Context: an optimization exercise on an open-source flow, tuned for small area, a short achievable clock period and few clock cycles per item. The choices shown serve that exercise and are no tape-out recipe. Where RTL was checked, it was by simulation tests only, not by an equivalence proof against the original. No functional check of the RTL was part of runs 2 to 6. No activity file was given, so power comes from the tool's default toggle rates.

### flow/constraint.sdc
create_clock -name core_clock -period 5.5 [get_ports {clk}]
set_input_delay 1.1000 -clock core_clock [delete_from_list [all_inputs] [get_ports {clk}]]
set_output_delay 1.1000 -clock core_clock [all_outputs]
set_load 0.01 [all_outputs]
### flow/config.mk
export PLATFORM = sky130hd
export DESIGN_NAME = sorted_insert_list
export DESIGN_NICKNAME = sorted_insert_list
export VERILOG_FILES = /design/flow/design.v
export SDC_FILE = /design/flow/constraint.sdc
export NUM_CORES = 4
export LEC_CHECK = 0
export CAP_MARGIN = 20
export CORE_MARGIN = 2
export CORE_UTILIZATION = 40
export SLEW_MARGIN = 20
### flow/run.sh
#!/bin/bash
# synth_recipe.tcl (not shown) runs the flow's synth.tcl, then flattens the netlist and writes it again
# the make line also repeats each setting of config.mk as NAME=value (left out here)
make -C /OpenROAD-flow-scripts/flow DESIGN_CONFIG=/design/flow/config.mk WORK_HOME=/design/flow/orfs CLKGATE_MAP_FILE= SYNTH_SCRIPT=/design/flow/synth_recipe.tcl finish
### flow/design.v
package sil_pkg;
	localparam int CAPACITY_DEF = 16;
	localparam int VALUE_W      = 32;
	localparam int POS_W        = 4;
endpackage
module sil_ctrl (
	input  logic       clk,
	input  logic       arst_n,
	input  logic       start,
	input  logic       lt,         
	output logic       take_ok,    
	output logic       sel_k,      
	output logic       inc,        
	output logic [4:0] n,          
	output logic       busy,
	output logic       strobe,
	output logic [3:0] position,
	output logic       last,
	output logic       rejected
);
	logic [4:0] n_q;
	logic [3:0] ph_q;       
	logic       act_q;      
	logic       grow_q;     
	logic       placed_q;   
	logic       busy_q;
	logic       strobe_q;
	logic [3:0] pos_q;
	logic       last_q;
	logic       rej_q;
	logic [3:0] lim;
	logic       at_lim;
	logic       take;
	logic [4:0] n_d;
	logic       act_d;
	logic [3:0] ph_d;
	assign lim     = (act_q && grow_q) ? n_q[3:0] : 4'(n_q - 5'd1);
	assign at_lim  = (ph_q == lim);
	assign take_ok = act_q ? at_lim : (at_lim || (n_q == 5'd0));
	assign take    = start && !busy_q;
	assign inc     = act_q && grow_q && at_lim;
	assign sel_k   = act_q && grow_q && (at_lim || placed_q || lt);
	assign n_d     = n_q + {4'd0, inc};
	assign act_d   = take || (act_q && !at_lim);
	assign ph_d    = take_ok ? 4'd0 : ph_q + 4'd1;
	logic [3:0] lim_d;
	logic       grow_d;
	assign grow_d = take ? (n_d != 5'd16) : grow_q;
	assign lim_d  = (act_d && grow_d) ? n_d[3:0] : 4'(n_d - 5'd1);
	always_ff @(posedge clk or negedge arst_n) begin
		if (!arst_n) begin
			n_q      <= '0;
			ph_q     <= '0;
			act_q    <= 1'b0;
			busy_q   <= 1'b0;
			strobe_q <= 1'b0;
		end else begin
			n_q      <= n_d;
			ph_q     <= ph_d;
			act_q    <= act_d;
			busy_q   <= !((ph_d == lim_d) || (!act_d && (n_d == 5'd0)));
			strobe_q <= act_q;
		end
	end
	always_ff @(posedge clk) begin
		grow_q   <= grow_d;
		placed_q <= !take_ok && (placed_q || sel_k);
		pos_q    <= ph_q;
		last_q   <= at_lim;
		rej_q    <= !grow_q;
	end
	assign n        = n_q;
	assign busy     = busy_q;
	assign strobe   = strobe_q;
	assign position = pos_q;
	assign last     = last_q;
	assign rejected = rej_q;
endmodule
module sil_datapath #(
	parameter int CAPACITY = sil_pkg::CAPACITY_DEF
) (
	input  logic                               clk,
	input  logic                               take_ok,
	input  logic                               sel_k,
	input  logic                               inc,
	input  logic [4:0]                         n,
	input  logic signed [sil_pkg::VALUE_W-1:0] value,
	output logic                               lt,
	output logic signed [sil_pkg::VALUE_W-1:0] element
);
	localparam int W = sil_pkg::VALUE_W;
	logic signed [W-1:0] cells_q [CAPACITY];
	logic signed [W-1:0] k_q;      
	logic signed [W-1:0] head_q;   
	logic signed [W-1:0] out;
	logic signed [W-1:0] nxt;      
	assign lt  = (k_q < head_q);
	assign out = sel_k ? k_q : head_q;
	always_comb begin
		nxt = '0;
		for (int p = 1; p < CAPACITY; p++) begin
			if ((n == 5'(17 - p)) || (p == CAPACITY - 1 && n == 5'd1)) nxt = nxt | cells_q[p];
		end
	end
	always_ff @(posedge clk) begin
		for (int i = 0; i < CAPACITY - 1; i++) cells_q[i] <= cells_q[i+1];
		cells_q[CAPACITY-1] <= out;
		if (take_ok)    k_q <= value;
		else if (sel_k) k_q <= head_q;
		if (!inc)             head_q <= nxt;
		else if (n == 5'd0)   head_q <= k_q;
		else if (n == 5'd1)   head_q <= cells_q[CAPACITY-1];
	end
	assign element = cells_q[CAPACITY-1];
endmodule
module sorted_insert_list #(
	parameter int CAPACITY = sil_pkg::CAPACITY_DEF
) (
	input  logic                              clk,
	input  logic                              arst_n,
	input  logic                              start,
	input  logic signed [sil_pkg::VALUE_W-1:0] value,
	output logic                              busy,
	output logic                              strobe,
	output logic signed [sil_pkg::VALUE_W-1:0] element,
	output logic [sil_pkg::POS_W-1:0]         position,
	output logic                              last,
	output logic                              rejected
);
	logic       lt;
	logic       take_ok;
	logic       sel_k;
	logic       inc;
	logic [4:0] n;
	sil_ctrl u_ctrl (
		.clk      (clk),
		.arst_n   (arst_n),
		.start    (start),
		.lt       (lt),
		.take_ok  (take_ok),
		.sel_k    (sel_k),
		.inc      (inc),
		.n        (n),
		.busy     (busy),
		.strobe   (strobe),
		.position (position),
		.last     (last),
		.rejected (rejected)
	);
	sil_datapath #(
		.CAPACITY (CAPACITY)
	) u_datapath (
		.clk     (clk),
		.take_ok (take_ok),
		.sel_k   (sel_k),
		.inc     (inc),
		.n       (n),
		.value   (value),
		.lt      (lt),
		.element (element)
	);
endmodule
==> flow_summary.json, run 1 <==
{
  "num_vias": 11600,
  "synth-warning-count": 3,
  "fp.coreArea_mm2": 0.0431,
  "hp-class": "reg -> reg",
  "tns_ps": 0,
  "async_reset_ff_share_pct": 2.13,
  "synth_edf_count": 64,
  "via_per_inst": 5.56,
  "run_status": "finished clean",
  "syn_to_final_growth_pct": 18.2,
  "fin_crit_sh_pct": 71.9,
  "cts-root-buf": "clkbuf_16",
  "hpwl_um": 28000,
  "syn-cell-area_mm2": 0.0175,
  "routed_wl_um": 47000,
  "port-buffer-count": 74,
  "synth_fp_nets": 1467,
  "wl_per_cell_um": 22.5,
  "skew_ps": 21.7,
  "end_kind": "register",
  "cts_made_buffers": 52,
  "die_y_um": 213,
  "drv_slew": 0,
  "avgSynthCellArea_um2": 12.6,
  "ant_nets": 0,
  "ios": 75,
  "cts_resized": 0,
  "clock_path_buffers": 3,
  "clock_sinks": 564,
  "regArea_mm2": 0.0120,
  "synthFlopType": "dfxtp_1",
  "setup_viol": 0,
  "netlist.area_leader.share_pct": 55.8,
  "grt_max_degree": 66,
  "worst_pin_slew_ps": 1150,
  "ys_ff_latch": 564,
  "insertion_delay_ps": 590,
  "p_leak_nw": 8.25,
  "max_freq_mhz": 253,
  "nets": 1534,
  "power_density_mw_per_mm2": 744,
  "yosysSeqAreaShare_pct": 68.6,
  "yosys.cell_types.count": 57,
  "slew_headroom_pct": 23.6,
  "antenna_found_initial": 0,
  "synth_top_area_cell": "dfxtp_1",
  "cap_violations": 0,
  "clk_pin_slew_ps": 70,
  "hold_violations": 0,
  "first_pass_iters": 6,
  "fp.dieW_um": 213,
  "irDropWorstVdd_mv": 0.472,
  "grt_pass1_vias": 11800,
  "start_kind": "register",
  "fill_cells": 3850,
  "grt_overflow_total": 0,
  "drive_above_1_share_pct": 10.1,
  "critPathRequiredTime_ps": 5960,
  "die_area_mm2": 0.0454,
  "synthCells": 1391,
  "ctsHtreeMaxLevel": 2,
  "gp_congestion": 0.839,
  "yosys-top-cells-area": "dfxtp_1 56%, edfxtp_1 11%, a22oi_1 6.4%",
  "antenna_cells": 0,
  "yosysMostFrequentCell": "dfxtp_1",
  "reg2reg_slack_ps": 1550,
  "place_area_mm2": 0.0189,
  "cts_tree": "yes",
  "path_max_fanout": 11,
  "finalPower_mw": 15.4,
  "finalInstanceArea_mm2": 0.0207,
  "cts_hold_buf": 0,
  "cts_setup_buffers": 0,
  "synth_common_cells": "488 x dfxtp_1, 148 x a22oi_1, 106 x nand2_1",
  "fin_crit_ps": 3950,
  "fin_util_pct": 48.0,
  "initial_utilization_pct": 40.6,
  "critPathKind": "reg -> reg",
  "multi_input_area_mm2": 0.00501,
  "rsz0062_at_grt": "no",
  "num_rows": 76,
  "track_usage_pct": 20.7,
  "cp.arrival_ps": 4410,
  "grt_pass1_wl_um": 70900,
  "drtIter0Drc": 1107,
  "drc": 0
}
critical path, stage by stage, from the launching register on:
cell,delay [ps]
dfrtp_1,490
inv_1,140
ha_1,300
a21boi_0,220
or3_1,140
o2111a_1,410
nor2b_4,230
ha_1,200
ha_1,230
nand3_1,130
xnor2_1,200
and3_1,200
a31oi_1,330
nand4_1,190
o22ai_1,200
mux2i_1,90
o2bb2ai_1,120
final timing paths:
path	start	end	cells after the start
worst min register to register	u_datapath.cells_q[12][15]	u_datapath.cells_q[11][15]	0
max in group asynchronous	arst_n	u_ctrl.act_q	1
worst min-delay path	u_datapath.cells_q[12][15]	u_datapath.cells_q[11][15]	0
worst max-delay path	u_ctrl.n_q[1]	u_ctrl.busy_q	16
worst max register to register	u_ctrl.n_q[1]	u_ctrl.busy_q	16
min in group asynchronous	arst_n	u_ctrl.n_q[1]	1
metrics by stage:
step | setup WS (ps) | hold WS (ps) | instances
floorplan | 1510 | 330 | 1391
global placement | 1830 | 333 | 1988
detailed placement | 1710 | 337 | 1989
CTS | 1630 | 327 | 2087
global route | 1190 | 339 | 2087
finish | 1550 | 334 | 2087
cell usage in the layout (no fill, tap or decap), drive strengths merged, types with 10 or more instances in the layout:
cell type and instances:
a22oi 148, mux2 32, nand2 106, and3 10
nor2 17, o21ai 42, clkdlybuf4s50 74, a31oi 33
clkbuf 74, ha 41, nor3 38, inv 45
dfxtp 488, dfrtp 12, a22o 23, a222oi 32
a21o 16, nand4 16, buf 26, a221oi 23
edfxtp 64, nand3 58, clkinv 14
metal layers:
metal | track usage (%) | share of wire [%]
met1 | 29.5 | 46
met2 | 31.9 | 44
met3 | 3.44 | 6.6
met4 | 7.21 | 2.9
met5 | 0 | 0
registers in the layout (all words and copies together), names as in the netlist:
signal and count:
u_ctrl.act_q 1, u_datapath.cells_q 480, u_datapath.head_q 32, u_ctrl.grow_q 1, u_ctrl.busy_q 1, u_datapath.k_q 32, u_ctrl.rej_q 1, u_ctrl.strobe_q 1
u_ctrl.n_q 5, u_ctrl.pos_q 4, u_ctrl.placed_q 1, u_ctrl.ph_q 4, u_ctrl.last_q 1
where the power goes:
group	switching (mW)	total, mW	internal (mW)	leakage, nW
logic	2.50	4.27	1.77	2.44
clock network	1.56	3.74	2.18	0.897
registers	1.11	7.37	6.26	4.91
final cells by class:
type	instances	area share, %
timing repair buffer	100	4.74
tap	585	3.54
clock inverter	24	1.36
clock buffer	74	7.38
multi-input combinational	699	24.2
inverter	41	0.744
sequential	564	58.0
logic make-up after synthesis:
group / Yosys count / share of synthesized area (%)
AO/OA/AOI/OAI: 344 / 14.7
XOR/XNOR: 13 / 0.808
adder cells (fa/ha/maj): 41 / 2.93
buffers and inverters: 128 / 2.98
flip-flops: 564 / 68.6
multiplexers: 33 / 2.76
AND/OR/NAND/NOR: 268 / 7.23
Testbench counts, summed over its fixed seeds: cycles 24,607, items 2,755.
==> run 2: changes to the inputs <==
--- a/flow/design.v
+++ b/flow/design.v
@@ -22,2 +22,4 @@
 	logic [3:0] ph_q;       
+	logic [3:0] rem_q;      
+	logic       busy_q;     
 	logic       act_q;      
@@ -25,3 +27,2 @@
 	logic       placed_q;   
-	logic       busy_q;
 	logic       strobe_q;
@@ -30,21 +31,25 @@
 	logic       rej_q;
-	logic [3:0] lim;
-	logic       at_lim;
+	logic       z;
 	logic       take;
 	logic [4:0] n_d;
-	logic       act_d;
-	logic [3:0] ph_d;
-	assign lim     = (act_q && grow_q) ? n_q[3:0] : 4'(n_q - 5'd1);
-	assign at_lim  = (ph_q == lim);
-	assign take_ok = act_q ? at_lim : (at_lim || (n_q == 5'd0));
-	assign take    = start && !busy_q;
-	assign inc     = act_q && grow_q && at_lim;
-	assign sel_k   = act_q && grow_q && (at_lim || placed_q || lt);
+	logic [3:0] rem_d;
+	logic       busy_d;
+	assign z       = !busy_q;
+	assign take_ok = z;
+	assign take    = start && z;
+	assign inc     = act_q && grow_q && z;
+	assign sel_k   = act_q && grow_q && (z || placed_q || lt);
 	assign n_d     = n_q + {4'd0, inc};
-	assign act_d   = take || (act_q && !at_lim);
-	assign ph_d    = take_ok ? 4'd0 : ph_q + 4'd1;
-	logic [3:0] lim_d;
-	logic       grow_d;
-	assign grow_d = take ? (n_d != 5'd16) : grow_q;
-	assign lim_d  = (act_d && grow_d) ? n_d[3:0] : 4'(n_d - 5'd1);
+	always_comb begin
+		if (!z) begin
+			rem_d  = rem_q - 4'd1;
+			busy_d = (rem_q != 4'd1);
+		end else if (take) begin
+			rem_d  = n_d[4] ? 4'd15 : n_d[3:0];
+			busy_d = (n_d != 5'd0);
+		end else begin
+			rem_d  = (n_d == 5'd0) ? 4'd0 : 4'(n_d - 5'd1);
+			busy_d = (n_d > 5'd1);
+		end
+	end
 	always_ff @(posedge clk or negedge arst_n) begin
@@ -52,5 +57,5 @@
 			n_q      <= '0;
-			ph_q     <= '0;
+			rem_q    <= '0;
+			busy_q   <= 1'b0;
 			act_q    <= 1'b0;
-			busy_q   <= 1'b0;
 			strobe_q <= 1'b0;
@@ -58,5 +63,5 @@
 			n_q      <= n_d;
-			ph_q     <= ph_d;
-			act_q    <= act_d;
-			busy_q   <= !((ph_d == lim_d) || (!act_d && (n_d == 5'd0)));
+			rem_q    <= rem_d;
+			busy_q   <= busy_d;
+			act_q    <= take || (act_q && !z);
 			strobe_q <= act_q;
@@ -65,6 +70,7 @@
 	always_ff @(posedge clk) begin
-		grow_q   <= grow_d;
-		placed_q <= !take_ok && (placed_q || sel_k);
+		ph_q     <= z ? 4'd0 : ph_q + 4'd1;
+		grow_q   <= take ? !n_d[4] : grow_q;
+		placed_q <= !z && (placed_q || sel_k);
 		pos_q    <= ph_q;
-		last_q   <= at_lim;
+		last_q   <= z;
 		rej_q    <= !grow_q;
@@ -96,3 +102,35 @@
 	logic signed [W-1:0] nxt;      
-	assign lt  = (k_q < head_q);
+	logic [W-1:0] l0, g0;
+	logic [15:0]  l1, g1;
+	logic [7:0]   l2, g2;
+	logic [3:0]   l3, g3;
+	logic [1:0]   l4, g4;
+	always_comb begin
+		for (int b = 0; b < W; b++) begin
+			if (b == W - 1) begin
+				l0[b] = k_q[b] & ~head_q[b];
+				g0[b] = ~k_q[b] & head_q[b];
+			end else begin
+				l0[b] = ~k_q[b] & head_q[b];
+				g0[b] = k_q[b] & ~head_q[b];
+			end
+		end
+		for (int b = 0; b < 16; b++) begin
+			l1[b] = l0[2*b+1] | (~g0[2*b+1] & l0[2*b]);
+			g1[b] = g0[2*b+1] | (~l0[2*b+1] & g0[2*b]);
+		end
+		for (int b = 0; b < 8; b++) begin
+			l2[b] = l1[2*b+1] | (~g1[2*b+1] & l1[2*b]);
+			g2[b] = g1[2*b+1] | (~l1[2*b+1] & g1[2*b]);
+		end
+		for (int b = 0; b < 4; b++) begin
+			l3[b] = l2[2*b+1] | (~g2[2*b+1] & l2[2*b]);
+			g3[b] = g2[2*b+1] | (~l2[2*b+1] & g2[2*b]);
+		end
+		for (int b = 0; b < 2; b++) begin
+			l4[b] = l3[2*b+1] | (~g3[2*b+1] & l3[2*b]);
+			g4[b] = g3[2*b+1] | (~l3[2*b+1] & g3[2*b]);
+		end
+	end
+	assign lt  = l4[1] | (~g4[1] & l4[0]);
 	assign out = sel_k ? k_q : head_q;
--- a/flow/config.mk
+++ b/flow/config.mk
@@ -7,5 +7,7 @@
 export LEC_CHECK = 0
+export ABC_CLOCK_PERIOD_IN_PS = 2000
 export CAP_MARGIN = 20
 export CORE_MARGIN = 2
-export CORE_UTILIZATION = 40
+export CORE_UTILIZATION = 60
+export SETUP_SLACK_MARGIN = 2.5
 export SLEW_MARGIN = 20
==> run 2 against run 1 <==
Effect of this change:
- sequential power down 2%
- non-clock buffer count up 1
- count of clock-buffer cells in the layout up 7
- first-iteration DRC count down 9.3%
- die area down 33%
- sequential cell count up 4
- clock skew about the same
- total power down 10%
- largest cell class unchanged
- largest power group unchanged
- highest routed layer is now met5
==> flow_summary.json, run 2 <==
{
  "run_status": "finished clean",
  "end_kind": "register",
  "yosysSeqAreaShare_pct": 69.6,
  "skew_ps": 21.8,
  "finalInstanceArea_mm2": 0.0203,
  "avgSynthCellArea_um2": 12.8,
  "hold_path_depth": 0,
  "ff2ff_path_depth": 10,
  "first_pass_iters": 5,
  "yosys-top-cells-area": "dfxtp_1 57%, edfxtp_1 11%, a22oi_1 6.0%",
  "synth-warning-count": 3,
  "hp-class": "reg -> reg",
  "cts_hold_buf": 0,
  "antenna_found_initial": 3,
  "grt_max_degree": 47,
  "ios": 75,
  "die_area_mm2": 0.0303,
  "ctsHtreeMaxLevel": 2,
  "nets": 1482,
  "finalWorstSetupSlack_ps": 2540,
  "ys_ff_latch": 568,
  "drtIter0Drc": 1004,
  "yosysMostFrequentCell": "dfxtp_1",
  "place_area_mm2": 0.0185,
  "track_usage_pct": 28.4,
  "routed_wl_um": 43400,
  "critPathBufInv": 2,
  "via_per_inst": 6.02,
  "path_max_fanout": 16,
  "critPathKind": "reg -> reg",
  "path_cells": "nor2b_1 > maj3_2 > maj3_2 > maj3_2 > a41oi_2 > nand4_1 > a21oi_4 > buf_12 > clkbuf_16 > mux2_4",
  "tns_ps": 0,
  "insertion_delay_ps": 570,
  "synthFlopType": "dfxtp_1",
  "power_density_mw_per_mm2": 678,
  "fin_hold_ws_ps": 335,
  "max_stage_delay_ps": 420,
  "fin_util_pct": 71.1,
  "clk_pin_slew_ps": 60,
  "path_delay_family": "adder cells",
  "grt_pass1_wl_um": 65800,
  "synth_common_cells": "491 x dfxtp_1, 138 x a22oi_1, 76 x nand2_1",
  "worst_pin_slew_ps": 877,
  "fill_cells": 1984,
  "clock_path_buffers": 3,
  "yosys.cell_types.count": 51,
  "cts-root-buf": "clkbuf_16",
  "stdcell_count": 1860,
  "cap_violations": 0,
  "fin_crit_sh_pct": 53.7,
  "hold_violations": 0,
  "critPathRequiredTime_ps": 5940,
  "synth_top_area_cell": "dfxtp_1",
  "largest-register": "u_datapath.cells_q",
  "cts_made_buffers": 53,
  "async_reset_ff_share_pct": 2.11,
  "rsz0062_at_grt": "yes",
  "num_rows": 62,
  "drive_above_1_share_pct": 12.9,
  "cp.depth": 10,
  "cp_slowest_cell": "edfxtp_1",
  "setup_viol": 0,
  "initial_utilization_pct": 60.6,
  "finalPower_mw": 13.8,
  "fp.dieW_um": 174,
  "die_y_um": 174,
  "netlist.area_leader.share_pct": 56.6,
  "antenna_cells": 0,
  "reg_top3": "u_datapath.cells_q: 480 flops, u_datapath.head_q: 32 flops, u_datapath.k_q: 32 flops",
  "largest_register_ffs": 480,
  "grt_overflow_total": 0,
  "fp.coreArea_mm2": 0.0286,
  "grt_pass1_vias": 11000,
  "syn_to_final_growth_pct": 17.2,
  "dpl.cell_count": 1763,
  "drc": 0,
  "clock_sinks": 568,
  "layout_common_cells": "491 x dfxtp_1, 138 x a22oi_1, 76 x nand2_1",
  "wl_per_cell_um": 23.4,
  "cts_tree": "yes",
  "p_leak_nw": 7.96,
  "fin_crit_ps": 2960,
  "irDropWorstVdd_mv": 0.464,
  "synth_edf_count": 65,
  "hpwl_um": 25200,
  "syn-cell-area_mm2": 0.0174,
  "post-place-ws_ps": 2320,
  "synth_fp_nets": 1397,
  "ant_nets": 0,
  "port-buffer-count": 74,
  "drv_slew": 0,
  "num_vias": 11200,
  "final_common_cell": "dfxtp_1",
  "max_freq_mhz": 338,
  "cp.arrival_ps": 3400,
  "gp_congestion": 0.782,
  "start_kind": "register",
  "slew_headroom_pct": 41.5,
  "cp_common_cell": "maj3_2",
  "synthCells": 1355
}
[run 2: kinds of logic (layout without fill, tap and decap cells)]
| family | count (synthesis) | after routing | share of synthesized area (%) |
|---|---|---|---|
| AO/OA/AOI/OAI | 338 | 338 | 14.4 |
| XOR/XNOR | 10 | 10 | 0.505 |
| adder cells (fa/ha/maj) | 28 | 28 | 1.74 |
| buffers and inverters | 105 | 225 | 2.52 |
| flip-flops | 568 | 568 | 69.6 |
| multiplexers | 64 | 64 | 4.64 |
| AND/OR/NAND/NOR | 242 | 243 | 6.58 |
[run 2: final cells by class]
class	instances	area (um^2)	area share [%]
Sequential cell	568	12100	59.4
Multi-Input combinational cell	683	4960	24.4
Clock buffer	81	1560	7.69
Timing Repair Buffer	101	1020	4.99
Tap cell	384	480	2.36
Inverter	33	124	0.609
Clock inverter	10	115	0.566
[run 2: where the power goes]
| part | internal (mW) | total, mW | switching [mW] |
|---|---|---|---|
| combinational | 1.34 | 3.08 | 1.74 |
| sequential | 6.07 | 7.21 | 1.14 |
| clock | 2.00 | 3.50 | 1.50 |
[run 2: path summary, 6_finish.rpt]
kind | startpoint | to | slack, ps
setup / recovery | u_datapath.k_q[24] | u_datapath.cells_q[15][24] | 2540
max in group asynchronous | arst_n | u_ctrl.busy_q | 4210
setup reg to reg | u_datapath.k_q[24] | u_datapath.cells_q[15][24] | 2540
min in group asynchronous | arst_n | u_ctrl.rem_q[0] | 900
hold reg to reg | u_datapath.cells_q[12][21] | u_datapath.cells_q[11][21] | 340
hold / removal | u_datapath.cells_q[12][21] | u_datapath.cells_q[11][21] | 340
[run 2: layer usage]
metal  wire length, um  GRT usage (%)
met1             19800           41.7
met2             19500           43.9
met3              3330           5.16
met4               797           6.62
met5                10              0
[run 2: worst reg2reg max path: cells and delay by family (launching register included)]
family	cells	cell delay [ps]
simple gates	2	350
buf+inv	2	350
fa+ha+maj	3	970
flops	1	420
compound gates	2	440
mux	1	320
[run 2: timing repair]
item | CTS | global route
gates cloned | 0 | 3
gates resized for setup | 5 | 2
pin swaps | 0 | 4
buffers inserted | 0 | 3
endpoints found under the setup margin | 31 | 39
==> run 3: changes to the inputs <==
--- a/flow/design.v
+++ b/flow/design.v
@@ -24,2 +24,3 @@
 	logic       busy_q;     
+	logic       z_q;        
 	logic       act_q;      
@@ -36,3 +37,3 @@
 	logic       busy_d;
-	assign z       = !busy_q;
+	assign z       = z_q;
 	assign take_ok = z;
@@ -59,2 +60,3 @@
 			busy_q   <= 1'b0;
+			z_q      <= 1'b1;
 			act_q    <= 1'b0;
@@ -65,2 +67,3 @@
 			busy_q   <= busy_d;
+			z_q      <= !busy_d;
 			act_q    <= take || (act_q && !z);
--- a/flow/config.mk
+++ b/flow/config.mk
@@ -11,3 +11,3 @@
 export CORE_UTILIZATION = 60
-export SETUP_SLACK_MARGIN = 2.5
+export SETUP_SLACK_MARGIN = 3.5
 export SLEW_MARGIN = 20
==> run 3 against run 2 <==
Effect of this change:
- still clean
- sequential cell count rose by 1
- register-to-register slack got worse by 30 ps
- final area rose by 15%
- critical path depth did not move
- sequential share of layout area fell by 7.2 points
- clock skew rose by 1.9 ps
- global-route usage rose by 4.3 points
- combinational power rose by 92%
- routed wire length rose by 24%
- setup slack got worse by 25 ps
- largest power group unchanged
- highest routed layer is now met4
==> flow_summary.json, run 3 <==
{
  "slew_headroom_pct": 58.8,
  "fin_crit_ps": 2980,
  "hp-class": "reg -> reg",
  "fin_util_pct": 81.9,
  "synth_top_family_by_area": "compound AO/OA/AOI/OAI gates",
  "post-place-ws_ps": 2040,
  "critPathRequiredTime_ps": 5950,
  "synth_fp_nets": 1423,
  "nets": 1622,
  "synth_compound_area_share_pct": 15.2,
  "cap_violations": 0,
  "avgSynthCellArea_um2": 12.6,
  "ctsHtreeMaxLevel": 2,
  "synthCells": 1381,
  "tns_ps": 0,
  "num_vias": 12500,
  "via_per_inst": 6.23,
  "place_area_mm2": 0.0187,
  "async_reset_ff_share_pct": 2.28,
  "die_y_um": 174,
  "critPathKind": "reg -> reg",
  "grt_max_degree": 45,
  "antenna_found_initial": 2,
  "stdcell_count": 2006,
  "port-buffer-count": 74,
  "layout_common_cells": "455 x dfxtp_1, 84 x nand2_1, 66 x buf_6",
  "synth_common_cells": "491 x dfxtp_1, 98 x a22oi_1, 88 x nand2_1",
  "largest-register": "u_datapath.cells_q",
  "synth_fa_ha_area_share_pct": 1.71,
  "initial_utilization_pct": 60.7,
  "p_leak_nw": 9.45,
  "reg_top3": "u_datapath.cells_q: 480 flops, u_datapath.head_q: 32 flops, u_datapath.k_q: 32 flops",
  "yosysSeqAreaShare_pct": 69.7,
  "synthMuxAreaShare_pct": 3.63,
  "drtIter0Drc": 1361,
  "start_kind": "register",
  "synthSimpleGateAreaFrac_pct": 6.96,
  "skew_ps": 23.7,
  "grt_use_met2_pct": 51.6,
  "fin_crit_sh_pct": 54.2,
  "drive_above_1_share_pct": 34.4,
  "path_cells": "nor2b_4 > maj3_2 > maj3_2 > maj3_2 > a211oi_4 > a31oi_2 > a21oi_4 > buf_6 > buf_12 > mux2_1",
  "cp_common_cell": "maj3_2",
  "ios": 75,
  "cp.arrival_ps": 3430,
  "clock_sinks": 569,
  "end_kind": "register",
  "routed_wl_um": 53700,
  "cts-root-buf": "clkbuf_16",
  "final_common_cell": "dfxtp_1",
  "synth_edf_count": 65,
  "clk_pin_slew_ps": 70,
  "synth_top_area_cell": "dfxtp_1",
  "first_pass_iters": 5,
  "setup_viol": 0,
  "fp.dieW_um": 174,
  "grtUsageMet1_pct": 44.2,
  "die_area_mm2": 0.0303,
  "fp.coreArea_mm2": 0.0286,
  "grt_pass1_vias": 12300,
  "worst_pin_slew_ps": 616,
  "wl_per_cell_um": 26.8,
  "yosys.cell_types.count": 55,
  "irDropWorstVdd_mv": 0.438,
  "grt_overflow_total": 0,
  "synth_xor_area_share_pct": 0.403,
  "rsz0062_at_grt": "yes",
  "syn_to_final_growth_pct": 34.9,
  "path_max_fanout": 6,
  "num_rows": 62,
  "drc": 0,
  "cts_made_buffers": 52,
  "netlist.area_leader.share_pct": 56.6,
  "grt_busiest_layer": "met2",
  "largest_register_ffs": 480,
  "dpl.cell_count": 1785,
  "clock_path_buffers": 3,
  "track_usage_pct": 32.7,
  "finalInstanceArea_mm2": 0.0234,
  "cts_hold_buf": 0,
  "yosys-top-cells-area": "dfxtp_1 57%, edfxtp_1 11%, a22oi_1 4.2%",
  "max_stage_delay_ps": 420,
  "yosysMostFrequentCell": "dfxtp_1",
  "finalWorstSetupSlack_ps": 2520,
  "ant_nets": 0,
  "hold_violations": 0,
  "synthFlopType": "dfxtp_1",
  "hpwl_um": 24500,
  "ys_ff_latch": 569,
  "syn-cell-area_mm2": 0.0174,
  "cts_tree": "yes",
  "insertion_delay_ps": 590,
  "synth-warning-count": 3,
  "drv_slew": 0,
  "use_met3_pct": 8.11,
  "grt_pass1_wl_um": 74200,
  "run_status": "finished clean",
  "cp_slowest_cell": "edfxtp_1",
  "power_density_mw_per_mm2": 743,
  "max_freq_mhz": 335,
  "gp_congestion": 0.791
}
==> run 3: metal layers <==
layer / wire length [um] / vias to the layer above
li1: - / 5500
met1: 22200 / 6238
met2: 24500 / 633
met3: 5030 / 124
met4: 2000 / 0
met5: 0 / -
==> run 3: final cells by class <==
| type | instances | area (um^2) |
|---|---|---|
| Tap cell | 384 | 480 |
| Fill cell | 1458 | 5180 |
| Clock inverter | 15 | 189 |
| Clock buffer | 80 | 1630 |
| Inverter | 34 | 128 |
| Timing Repair Buffer | 215 | 2620 |
| Antenna cell | 1 | 2.50 |
| Multi-Input combinational cell | 708 | 6170 |
| Sequential cell | 569 | 12200 |
==> run 3: final timing paths <==
check | slack, ps | end | depth (start not counted) | startpoint
max | 2520 | u_datapath.cells_q[15][29] | 10 | u_datapath.k_q[24]
min | 330 | u_datapath.cells_q[5][30] | 0 | u_datapath.cells_q[6][30]
max reg2reg | 2520 | u_datapath.cells_q[15][29] | 10 | u_datapath.k_q[24]
min reg2reg | 330 | u_datapath.cells_q[5][30] | 0 | u_datapath.cells_q[6][30]
max in group asynchronous | 4130 | u_ctrl.n_q[3] | 1 | arst_n
min in group asynchronous | 910 | u_ctrl.busy_q | 1 | arst_n
==> run 3: kinds of logic after synthesis <==
family / after synthesis
compound gates: 358
flops: 569
buf+inv: 108
fa+ha+maj: 27
simple gates: 261
xor+xnor: 8
mux: 50
==> run 3: power breakdown <==
| part | switching (mW) | internal, mW |
|---|---|---|
| Sequential | 1.35 | 6.40 |
| Combinational | 3.13 | 2.77 |
| Clock | 1.57 | 2.19 |
| Total | 6.05 | 11.4 |
==> run 3: worst max-delay path, delay by kind of cell, from the launching register on <==
kind | cells | cell delay [ps]
and+or+nand+nor | 1 | 150
adders and majority gates | 3 | 940
AOI/OAI and AO/OA | 3 | 690
buffers and inverters | 2 | 320
muxes | 1 | 330
DFF | 1 | 420
==> run 3: timing repair <==
action,4_1_cts,5_1_grt
pin swaps,102,94
endpoints found under the setup margin,187,146
buffers inserted,75,26
resized for setup,426,122
cloned,15,9
==> run 3: metrics by stage <==
step	power [mW]	hold slack (ps)
2_1_floorplan	9.60	331
3_3_place_gp	11.1	332
3_5_place_dp	11.2	335
4_1_cts	16.4	328
5_1_grt	18.0	345
6_report	17.4	333
==> run 4: changes to the inputs <==
--- a/flow/config.mk
+++ b/flow/config.mk
@@ -7,3 +7,3 @@
 export LEC_CHECK = 0
-export ABC_CLOCK_PERIOD_IN_PS = 2000
+export ABC_CLOCK_PERIOD_IN_PS = 1000
 export CAP_MARGIN = 20
==> run 4 against run 3 <==
Effect of this change:
- still clean
- sequential power about the same
- critical path depth unchanged
- synthesized cell count did not move
- highest routed layer unchanged
==> flow_summary.json, run 4 <==
{
  "clock_sinks": 569,
  "end_kind": "register",
  "fp.dieW_um": 174,
  "cts_made_buffers": 52,
  "synth_top_area_cell": "dfxtp_1",
  "ys_ff_latch": 569,
  "internal_power_mw": 11.4,
  "track_usage_pct": 32.7,
  "yosysMostFrequentCell": "dfxtp_1",
  "fin_crit_ps": 2980,
  "insertion_delay_ps": 590,
  "path_cells": "nor2b_4 > maj3_2 > maj3_2 > maj3_2 > a211oi_4 > a31oi_2 > a21oi_4 > buf_6 > buf_12 > mux2_1",
  "drv_slew": 0,
  "drc": 0,
  "fin_crit_sh_pct": 54.2,
  "slew_headroom_pct": 58.8,
  "clkPwrFrac_pct": 21.6,
  "max_stage_delay_ps": 420,
  "netSwitchingFraction_pct": 34.7,
  "synth_fa_ha_area_share_pct": 1.71,
  "layout_common_cells": "455 x dfxtp_1, 84 x nand2_1, 66 x buf_6",
  "nets": 1622,
  "wl_per_cell_um": 26.8,
  "cts-root-buf": "clkbuf_16",
  "yosysSeqAreaShare_pct": 69.7,
  "ant_nets": 0,
  "tns_ps": 0,
  "drtIter0Drc": 1361,
  "hp-class": "reg -> reg",
  "cap_violations": 0,
  "hold_violations": 0,
  "die_area_mm2": 0.0303,
  "critPathKind": "reg -> reg",
  "hpwl_um": 24500,
  "cp.arrival_ps": 3430,
  "die_y_um": 174,
  "worst_pin_slew_ps": 616,
  "start_kind": "register",
  "port-buffer-count": 74,
  "skew_ps": 23.7,
  "cts_tree": "yes",
  "combPwrFrac_pct": 33.9,
  "synthSimpleGateAreaFrac_pct": 6.96,
  "synth-warning-count": 3,
  "finalWorstSetupSlack_ps": 2520,
  "largest-register": "u_datapath.cells_q",
  "synth_top_family_by_area": "compound AO/OA/AOI/OAI gates",
  "grt_pass1_wl_um": 74200,
  "cp_slowest_cell": "edfxtp_1",
  "syn_to_final_growth_pct": 34.9,
  "reg_top3": "u_datapath.cells_q: 480 flops, u_datapath.head_q: 32 flops, u_datapath.k_q: 32 flops",
  "synth_common_cells": "491 x dfxtp_1, 98 x a22oi_1, 88 x nand2_1",
  "num_vias": 12500,
  "max_freq_mhz": 335,
  "gp_congestion": 0.791,
  "irDropWorstVdd_mv": 0.438,
  "post-place-ws_ps": 2040,
  "path_max_fanout": 6,
  "synthFlopType": "dfxtp_1",
  "run_status": "finished clean",
  "synthCells": 1381,
  "yosys-top-cells-area": "dfxtp_1 57%, edfxtp_1 11%, a22oi_1 4.2%",
  "synth_xor_area_share_pct": 0.403,
  "initial_utilization_pct": 60.7,
  "routed_wl_um": 53700,
  "cp_common_cell": "maj3_2",
  "num_rows": 62,
  "ctsHtreeMaxLevel": 2,
  "avgSynthCellArea_um2": 12.6,
  "grt_pass1_vias": 12300,
  "power_density_mw_per_mm2": 743,
  "antenna_found_initial": 2,
  "drive_above_1_share_pct": 34.4,
  "fill_cells": 1458,
  "first_pass_iters": 5,
  "critPathRequiredTime_ps": 5950,
  "synth_compound_area_share_pct": 15.2,
  "grt_max_degree": 45,
  "synth_edf_count": 65,
  "p_leak_nw": 9.45,
  "syn-cell-area_mm2": 0.0174,
  "synthMuxAreaShare_pct": 3.63,
  "clock_path_buffers": 3,
  "p_seq_share_pct": 44.5,
  "fp.coreArea_mm2": 0.0286,
  "rsz0062_at_grt": "yes",
  "clk_pin_slew_ps": 70,
  "setup_viol": 0,
  "p_sw_mw": 6.05,
  "largest_register_ffs": 480,
  "synth_fp_nets": 1423,
  "ios": 75,
  "final_common_cell": "dfxtp_1",
  "async_reset_ff_share_pct": 2.28,
  "netlist.area_leader.share_pct": 56.6,
  "grt_overflow_total": 0,
  "via_per_inst": 6.23,
  "yosys.cell_types.count": 55
}
[run 4: critical path: cells and delay by family (launching register included)]
kind,cells,cell delay [ps]
buffers and inverters,2,320
AO/OA/AOI/OAI,3,690
flip-flops,1,420
adder cells (fa/ha/maj),3,940
multiplexers,1,330
AND/OR/NAND/NOR,1,150
[run 4: cell families (layout without fill, tap and decap cells)]
| group | count (synthesis) | after routing |
|---|---|---|
| flip-flops | 569 | 569 |
| AO/OA/AOI/OAI | 358 | 358 |
| AND/OR/NAND/NOR | 261 | 265 |
| buffers and inverters | 108 | 344 |
| multiplexers | 50 | 50 |
| adder cells (fa/ha/maj) | 27 | 27 |
| XOR/XNOR | 8 | 8 |
| other | 0 | 1 |
[run 4: what timing repair did]
action,CTS,global route
gates resized for setup,426,122
hold buffers,0,0
endpoints found under the setup margin,187,146
cloned,15,9
setup buffers,75,26
pin swaps,102,94
[run 4: final cells by class]
type | instances | area [um^2] | share of cell area, %
flip-flops and latches | 569 | 12200 | 52.1
repair buffers | 215 | 2620 | 11.2
multi-input cells | 708 | 6170 | 26.3
clock inverters | 15 | 189 | 0.806
well taps | 384 | 480 | 2.05
inverters | 34 | 128 | 0.544
diodes | 1 | 2.50 | 0.0107
clock buffers | 80 | 1630 | 6.96
[run 4: final timing paths]
kind | startpoint | end | slack, ps | cells past startpoint
setup / recovery | u_datapath.k_q[24] | u_datapath.cells_q[15][29] | 2520 | 10
hold / removal | u_datapath.cells_q[6][30] | u_datapath.cells_q[5][30] | 330 | 0
setup reg to reg | u_datapath.k_q[24] | u_datapath.cells_q[15][29] | 2520 | 10
hold reg to reg | u_datapath.cells_q[6][30] | u_datapath.cells_q[5][30] | 330 | 0
max in group asynchronous | arst_n | u_ctrl.n_q[3] | 4130 | 1
min in group asynchronous | arst_n | u_ctrl.busy_q | 910 | 1
[run 4: power groups by stage]
stage          sequential, mW  clock [mW]  combinational [mW]
4_1_cts                  7.58        3.76                5.02
6_report                 7.76        3.76                5.91
2_1_floorplan            7.18           0                2.41
3_3_place_gp             7.55           0                3.54
5_1_grt                  7.92        3.94                6.18
3_5_place_dp             7.61           0                3.58
[run 4: through the flow]
stage	hold WS, ps	utilization (%)	std cells	cell area, um^2	power [mW]
final	333	81.9	2006	23400	17.4
after global placement	332	65.2	1785	18700	11.1
after floorplan	331	-	1381	17600	9.60
after CTS	328	78.2	1970	22400	16.4
after detailed placement	335	65.2	1785	18700	11.2
after global routing	345	81.9	2005	23400	18.0
[run 4: routing by layer]
layer  up-vias  global-route usage, %  part of all wire [%]
met1      6238                   44.2                    41
met3       124                   8.11                   9.4
li1       5500                      -                     -
met5         -                      0                     0
met2       633                   51.6                    46
met4         0                   11.5                   3.7
==> run 5: changes to the inputs <==
--- a/flow/config.mk
+++ b/flow/config.mk
@@ -7,3 +7,2 @@
 export LEC_CHECK = 0
-export ABC_CLOCK_PERIOD_IN_PS = 1000
 export CAP_MARGIN = 20
@@ -11,3 +10,3 @@
 export CORE_UTILIZATION = 60
-export SETUP_SLACK_MARGIN = 3.5
+export SETUP_SLACK_MARGIN = 2.5
 export SLEW_MARGIN = 20
==> run 5 against run 4 <==
Effect of this change:
- still clean on timing, DRC and antenna
- sequential cell count did not move
- clock power is 1% higher
- worst hold slack hardly changed
- combinational power down 39%
- area after synthesis stayed put
- critical path depth is 2 lower
- total power down 14%
- critical path type unchanged
==> flow_summary.json, run 5 <==
{
  "run_status": "finished clean",
  "synth_edf_count": 65,
  "grt_max_degree": 69,
  "yosysSeqAreaShare_pct": 69.7,
  "clock_sinks": 569,
  "finalWorstSetupSlack_ps": 2520,
  "ant_nets": 0,
  "cap_violations": 0,
  "yosys.cell_types.count": 55,
  "grt_overflow_total": 0,
  "drtIter0Drc": 926,
  "ctsHtreeMaxLevel": 2,
  "initial_utilization_pct": 60.7,
  "syn_to_final_growth_pct": 17.8,
  "avgSynthCellArea_um2": 12.6,
  "place_area_mm2": 0.0186,
  "fin_crit_ps": 2980,
  "async_reset_ff_share_pct": 2.28,
  "worst_pin_slew_ps": 919,
  "hpwl_um": 24700,
  "port-buffer-count": 74,
  "clock_path_buffers": 3,
  "insertion_delay_ps": 580,
  "synth_common_cells": "491 x dfxtp_1, 98 x a22oi_1, 88 x nand2_1",
  "slew_headroom_pct": 38.8,
  "antenna_found_initial": 1,
  "yosys-top-cells-area": "dfxtp_1 57%, edfxtp_1 11%, a22oi_1 4.2%",
  "grt_pass1_vias": 11300,
  "die_area_mm2": 0.0303,
  "layout_common_cells": "491 x dfxtp_1, 98 x a22oi_1, 88 x nand2_1",
  "power_density_mw_per_mm2": 733,
  "synth_fp_nets": 1423,
  "fp.dieW_um": 174,
  "fin_crit_sh_pct": 54.2,
  "antenna_cells": 0,
  "track_usage_pct": 28.1,
  "path_max_fanout": 16,
  "reg_top3": "u_datapath.cells_q: 480 flops, u_datapath.head_q: 32 flops, u_datapath.k_q: 32 flops",
  "largest-register": "u_datapath.cells_q",
  "synth-warning-count": 3,
  "routed_wl_um": 42700,
  "drc": 0,
  "skew_ps": 17.0,
  "gp_congestion": 0.863,
  "netlist.area_leader.share_pct": 56.6,
  "cts_made_buffers": 53,
  "fp.coreArea_mm2": 0.0286,
  "rsz0062_at_grt": "yes",
  "final_common_cell": "dfxtp_1",
  "start_kind": "register",
  "grt_pass1_wl_um": 65000,
  "synthFlopType": "dfxtp_1",
  "clk_pin_slew_ps": 70,
  "cp.arrival_ps": 3200,
  "irDropWorstVdd_mv": 0.390,
  "die_y_um": 174,
  "num_rows": 62,
  "cts_hold_buf": 0,
  "finalInstanceArea_mm2": 0.0205,
  "synth_top_area_cell": "dfxtp_1",
  "cts_setup_buffers": 0,
  "num_vias": 11200,
  "drive_above_1_share_pct": 12.4,
  "critPathRequiredTime_ps": 5720,
  "drv_slew": 0,
  "critPathKind": "reg -> reg",
  "p_leak_nw": 8.09,
  "finalPower_mw": 15.0,
  "yosysMostFrequentCell": "dfxtp_1",
  "ios": 75,
  "fin_hold_ws_ps": 333,
  "fill_cells": 1991,
  "largest_register_ffs": 480,
  "syn-cell-area_mm2": 0.0174,
  "hp-class": "reg -> reg",
  "cts-root-buf": "clkbuf_16",
  "setup_viol": 0,
  "first_pass_iters": 5,
  "nets": 1501,
  "max_freq_mhz": 336,
  "cts_tree": "yes",
  "via_per_inst": 5.94,
  "synthCells": 1381,
  "hold_violations": 0,
  "tns_ps": 0,
  "wl_per_cell_um": 22.6,
  "ys_ff_latch": 569,
  "end_kind": "register",
  "post-place-ws_ps": 2340
}
-- run 5: cell counts after synthesis --
Identical to the previous run, type by type.
-- run 5: worst paths after layout --
path                                       startpoint                    endpoint  slack [ps]  cells after the start
max                                u_datapath.k_q[24]          u_datapath.k_q[28]        2520                      8
min                        u_datapath.cells_q[13][25]  u_datapath.cells_q[12][25]         330                      0
max reg2reg                        u_datapath.k_q[24]          u_datapath.k_q[28]        2520                      8
min reg2reg                u_datapath.cells_q[13][25]  u_datapath.cells_q[12][25]         330                      0
max in group asynchronous                      arst_n             u_ctrl.rem_q[3]        4190                      1
min in group asynchronous                      arst_n             u_ctrl.strobe_q         910                      1
-- run 5: layout make-up --
type / instances / area [um^2] / area share (%)
clock buffers: 76 / 1580 / 7.70
clock inverters: 23 / 282 / 1.38
inverters: 34 / 128 / 0.623
multi-input cells: 705 / 4950 / 24.2
flip-flops and latches: 569 / 12100 / 59.1
well taps: 384 / 480 / 2.35
repair buffers: 96 / 942 / 4.60
-- run 5: cell families after synthesis --
| kind of cell | Yosys count | synth area share, % |
|---|---|---|
| buffers and inverters | 108 | 2.46 |
| XOR/XNOR | 8 | 0.403 |
| multiplexers | 50 | 3.63 |
| flip-flops | 569 | 69.7 |
| AND/OR/NAND/NOR | 261 | 6.96 |
| adder cells (fa/ha/maj) | 27 | 1.71 |
| AO/OA/AOI/OAI | 358 | 15.2 |
-- run 5: report_power, final --
group	total (mW)	internal (mW)	switching, mW
Clock	3.81	2.25	1.56
Combinational	3.63	1.54	2.10
Sequential	7.56	6.34	1.22
-- run 5: metrics by stage --
step	util, %	cells
4_1_cts	71.4	1885
3_3_place_gp	64.8	1786
2_1_floorplan	-	1381
6_report	71.5	1887
5_1_grt	71.5	1887
3_5_place_dp	64.8	1786
-- run 5: timing repair --
action	4_1_cts	5_1_grt
pin swaps	0	1
setup endpoints to repair	30	61
cloned	0	2
resized for setup	4	2
-- run 5: routing by layer --
layer / up-vias / GRT usage [%] / part of all wire (%)
met5: - / 0 / 0.016
met4: 2 / 8.02 / 2.2
met3: 89 / 4.31 / 5.7
met2: 377 / 43.7 / 45
met1: 5509 / 40.9 / 47
li1: 5241 / - / -
-- run 5: worst max-delay path, cell delays in order, from the launching register on --
cell and delay [ps]:
edfxtp_1 410, nor2b_1 160, maj3_2 310, maj3_2 310
maj3_2 330, a211oi_2 250, nand4bb_1 190, a21oi_4 260
or2_2 420
==> run 6: changes to the inputs <==
--- a/flow/config.mk
+++ b/flow/config.mk
@@ -10,2 +10,4 @@
 export CORE_UTILIZATION = 60
+export CTS_BUF_LIST = sky130_fd_sc_hd__clkbuf_4 sky130_fd_sc_hd__clkbuf_8
+export CTS_CLUSTER_SIZE = 30
 export SETUP_SLACK_MARGIN = 2.5
==> run 6 against run 5 <==
Effect of this change:
- global-route usage rose by 0.27 points
- sequential cell count unchanged
- clock power shrank 6.0%
- critical path type unchanged
==> flow_summary.json, run 6 <==
{
  "run_status": "finished clean",
  "min-delay-start": "u_datapath.cells_q[3][3]",
  "num_rows": 62,
  "fin_crit_sh_pct": 54.1,
  "r2r_start": "u_datapath.k_q[24]",
  "cap_violations": 0,
  "reg2reg_slack_ps": 2530,
  "ff2ff_path_depth": 10,
  "gp_congestion": 0.863,
  "largest-register": "u_datapath.cells_q",
  "initial_utilization_pct": 60.7,
  "yosys.cell_types.count": 55,
  "critPathRequiredTime_ps": 5980,
  "fp.coreArea_mm2": 0.0286,
  "netlist.area_leader.share_pct": 56.6,
  "grt_overflow_total": 0,
  "clock_path_buffers": 3,
  "critPathKind": "reg -> reg",
  "max_freq_mhz": 336,
  "hold_end": "u_datapath.cells_q[2][3]",
  "finalWorstSetupSlack_ps": 2530,
  "hpwl_um": 24700,
  "cts-root-buf": "clkbuf_8",
  "synthCells": 1381,
  "tns_ps": 0,
  "syn-cell-area_mm2": 0.0174,
  "rsz0062_at_grt": "yes",
  "wl_per_cell_um": 22.2,
  "yosysSeqAreaShare_pct": 69.7,
  "final_common_cell": "dfxtp_1",
  "fin_crit_ps": 2970,
  "ys_ff_latch": 569,
  "path_max_fanout": 17,
  "hold_violations": 0,
  "end_kind": "register",
  "antenna_found_initial": 0,
  "reg_top3": "u_datapath.cells_q: 480 flops, u_datapath.head_q: 32 flops, u_datapath.k_q: 32 flops",
  "grt_pass1_wl_um": 65700,
  "async_reset_ff_share_pct": 2.28,
  "start_kind": "register",
  "nets": 1537,
  "synth-warning-count": 3,
  "cts_made_buffers": 85,
  "cp.arrival_ps": 3450,
  "clk_pin_slew_ps": 70,
  "via_per_inst": 5.91,
  "avgSynthCellArea_um2": 12.6,
  "clock_sinks": 569,
  "layout_common_cells": "491 x dfxtp_1, 110 x clkbuf_8, 98 x a22oi_1",
  "largest_register_ffs": 480,
  "p_leak_nw": 8.19,
  "fill_cells": 1989,
  "cts_hold_buf": 0,
  "synth_common_cells": "491 x dfxtp_1, 98 x a22oi_1, 88 x nand2_1",
  "routed_wl_um": 43200,
  "port-buffer-count": 74,
  "synth_fp_nets": 1423,
  "hold_path_depth": 0,
  "synth_edf_count": 65,
  "ios": 75,
  "hp-class": "reg -> reg",
  "drtIter0Drc": 1005,
  "ant_nets": 0,
  "yosysMostFrequentCell": "dfxtp_1",
  "post-place-ws_ps": 2340,
  "worst_pin_slew_ps": 949,
  "yosys-top-cells-area": "dfxtp_1 57%, edfxtp_1 11%, a22oi_1 4.2%",
  "antenna_cells": 0,
  "power_density_mw_per_mm2": 723,
  "drc": 0,
  "synth_top_area_cell": "dfxtp_1",
  "syn_to_final_growth_pct": 18.0,
  "ctsHtreeMaxLevel": 3,
  "grt_pass1_vias": 11700,
  "num_vias": 11500,
  "setup_viol": 0,
  "synthFlopType": "dfxtp_1",
  "finalPower_mw": 14.8,
  "die_area_mm2": 0.0303,
  "fp.dieW_um": 174,
  "irDropWorstVdd_mv": 0.338,
  "cts_tree": "yes",
  "first_pass_iters": 5,
  "grt_max_degree": 69,
  "die_y_um": 174,
  "drv_slew": 0,
  "track_usage_pct": 28.3,
  "skew_ps": 37.8,
  "drive_above_1_share_pct": 16.5,
  "slew_headroom_pct": 36.7,
  "regToRegEndpoint": "u_datapath.cells_q[15][30]",
  "insertion_delay_ps": 620
}
[run 6: cell types whose count changed in the layout (fill, tap and decap cells not counted), sizes merged]
cell,before,now
buf,20,25
bufinv,5,0
clkbuf,78,134
clkinv,11,18
clkinvlp,3,1
[run 6: timing repair]
| item | 4_1_cts | 5_1_grt |
|---|---|---|
| endpoints found under the setup margin | 29 | 59 |
| hold endpoints to repair | 0 | 0 |
| cloned | 0 | 2 |
| gates resized for setup | 4 | 5 |
| buffers inserted | 0 | 4 |
[run 6: cell families after synthesis]
family | after synthesis | share of synthesized area (%)
adder cells (fa/ha/maj) | 27 | 1.71
flip-flops | 569 | 69.7
buffers and inverters | 108 | 2.46
multiplexers | 50 | 3.63
XOR/XNOR | 8 | 0.403
AND/OR/NAND/NOR | 261 | 6.96
AO/OA/AOI/OAI | 358 | 15.2
[run 6: area by class of cell]
class                           instances  area (um^2)  area share, %
Clock inverter                         23          164          0.799
Multi-Input combinational cell        705         4960           24.2
Sequential cell                       569        12100           59.1
Clock buffer                          133         1690           8.23
Timing Repair Buffer                  100          978           4.77
Tap cell                              384          480           2.34
Inverter                               34          128          0.622
[run 6: worst max-delay path by stage]
| stage | from | end | slack [ps] | cells after the start |
|---|---|---|---|---|
| floorplan | u_datapath.k_q[24] | u_datapath.k_q[0] | 2500 | 9 |
| global placement | u_datapath.k_q[24] | u_datapath.cells_q[15][0] | 2390 | 9 |
| detailed placement | u_datapath.k_q[24] | u_datapath.cells_q[15][2] | 2340 | 9 |
| CTS | u_datapath.k_q[24] | u_datapath.k_q[30] | 2500 | 8 |
| global route | u_datapath.k_q[24] | u_datapath.cells_q[15][1] | 2460 | 10 |
| finish | u_datapath.k_q[24] | u_datapath.cells_q[15][30] | 2530 | 10 |
[run 6: critical path, cell delays in order (launching register included)]
cell       delay, ps
edfxtp_1         420
nor2b_1          160
maj3_2           310
maj3_2           310
maj3_2           330
a211oi_2         240
nand4bb_1        190
a21oi_4          230
buf_4            150
buf_12           170
mux2_1           330
[run 6: metal layers]
| layer | wire, um | track usage [%] | part of all wire [%] |
|---|---|---|---|
| met1 | 20200 | 40.8 | 47 |
| met2 | 19300 | 43.4 | 45 |
| met3 | 2660 | 4.44 | 6.2 |
| met4 | 1060 | 10.7 | 2.5 |
| met5 | 0 | 0 | 0 |
[run 6: metrics by stage]
stage / instance area [um^2] / util (%) / std cells / hold slack [ps]
after floorplan: 17400 / - / 1381 / 331
after global placement: 18600 / 64.8 / 1786 / 333
after detailed placement: 18600 / 64.8 / 1786 / 336
after CTS: 20400 / 71.4 / 1942 / 329
after global routing: 20500 / 71.6 / 1948 / 334
final: 20500 / 71.6 / 1948 / 328
[run 6: power breakdown]
group	leakage, nW	switching, mW	total [mW]	internal (mW)
registers	4.97	1.23	7.56	6.34
clock network	0.993	1.60	3.58	1.98
logic	2.23	2.11	3.68	1.57

afterwards: timing with drivers on the ports:
Ports are ideal in the flow. The routed layouts listed here were re-timed in OpenROAD.
Step 1 assumes that a clkbuf_16 drives the clock port and a buf_2 every other input.
Step 2, shift: input delay + t, output delay - t, t = (earliest + latest rising clock arrival at the registers) / 2. This alone moves slack from input paths to output paths.
Three values: ideal, step 1, step 2; two values: the first two.
run | t, ns | slack for setup (ns) | worst hold slack (ns) | worst register clock-pin slew, ns | pins driven straight from the clock port
run 1 | 0.631 | 1.548 / 1.548 / 1.548 | 0.334 / 0.334 / 0.334 | 0.07 / 0.07 | 1
run 2 | 0.614 | 2.544 / 2.544 / 2.544 | 0.335 / 0.335 / 0.335 | 0.06 / 0.06 | 1
run 3 | 0.631 | 2.519 / 2.519 / 2.519 | 0.333 / 0.333 / 0.333 | 0.07 / 0.07 | 1
run 4 | 0.631 | 2.519 / 2.519 / 2.519 | 0.333 / 0.333 / 0.333 | 0.07 / 0.07 | 1
run 5 | 0.619 | 2.521 / 2.521 / 2.521 | 0.333 / 0.333 / 0.333 | 0.07 / 0.07 | 1
run 6 | 0.653 | 2.527 / 2.527 / 2.527 | 0.328 / 0.328 / 0.328 | 0.07 / 0.07 | 1
After both steps setup and hold are still met in every run listed.
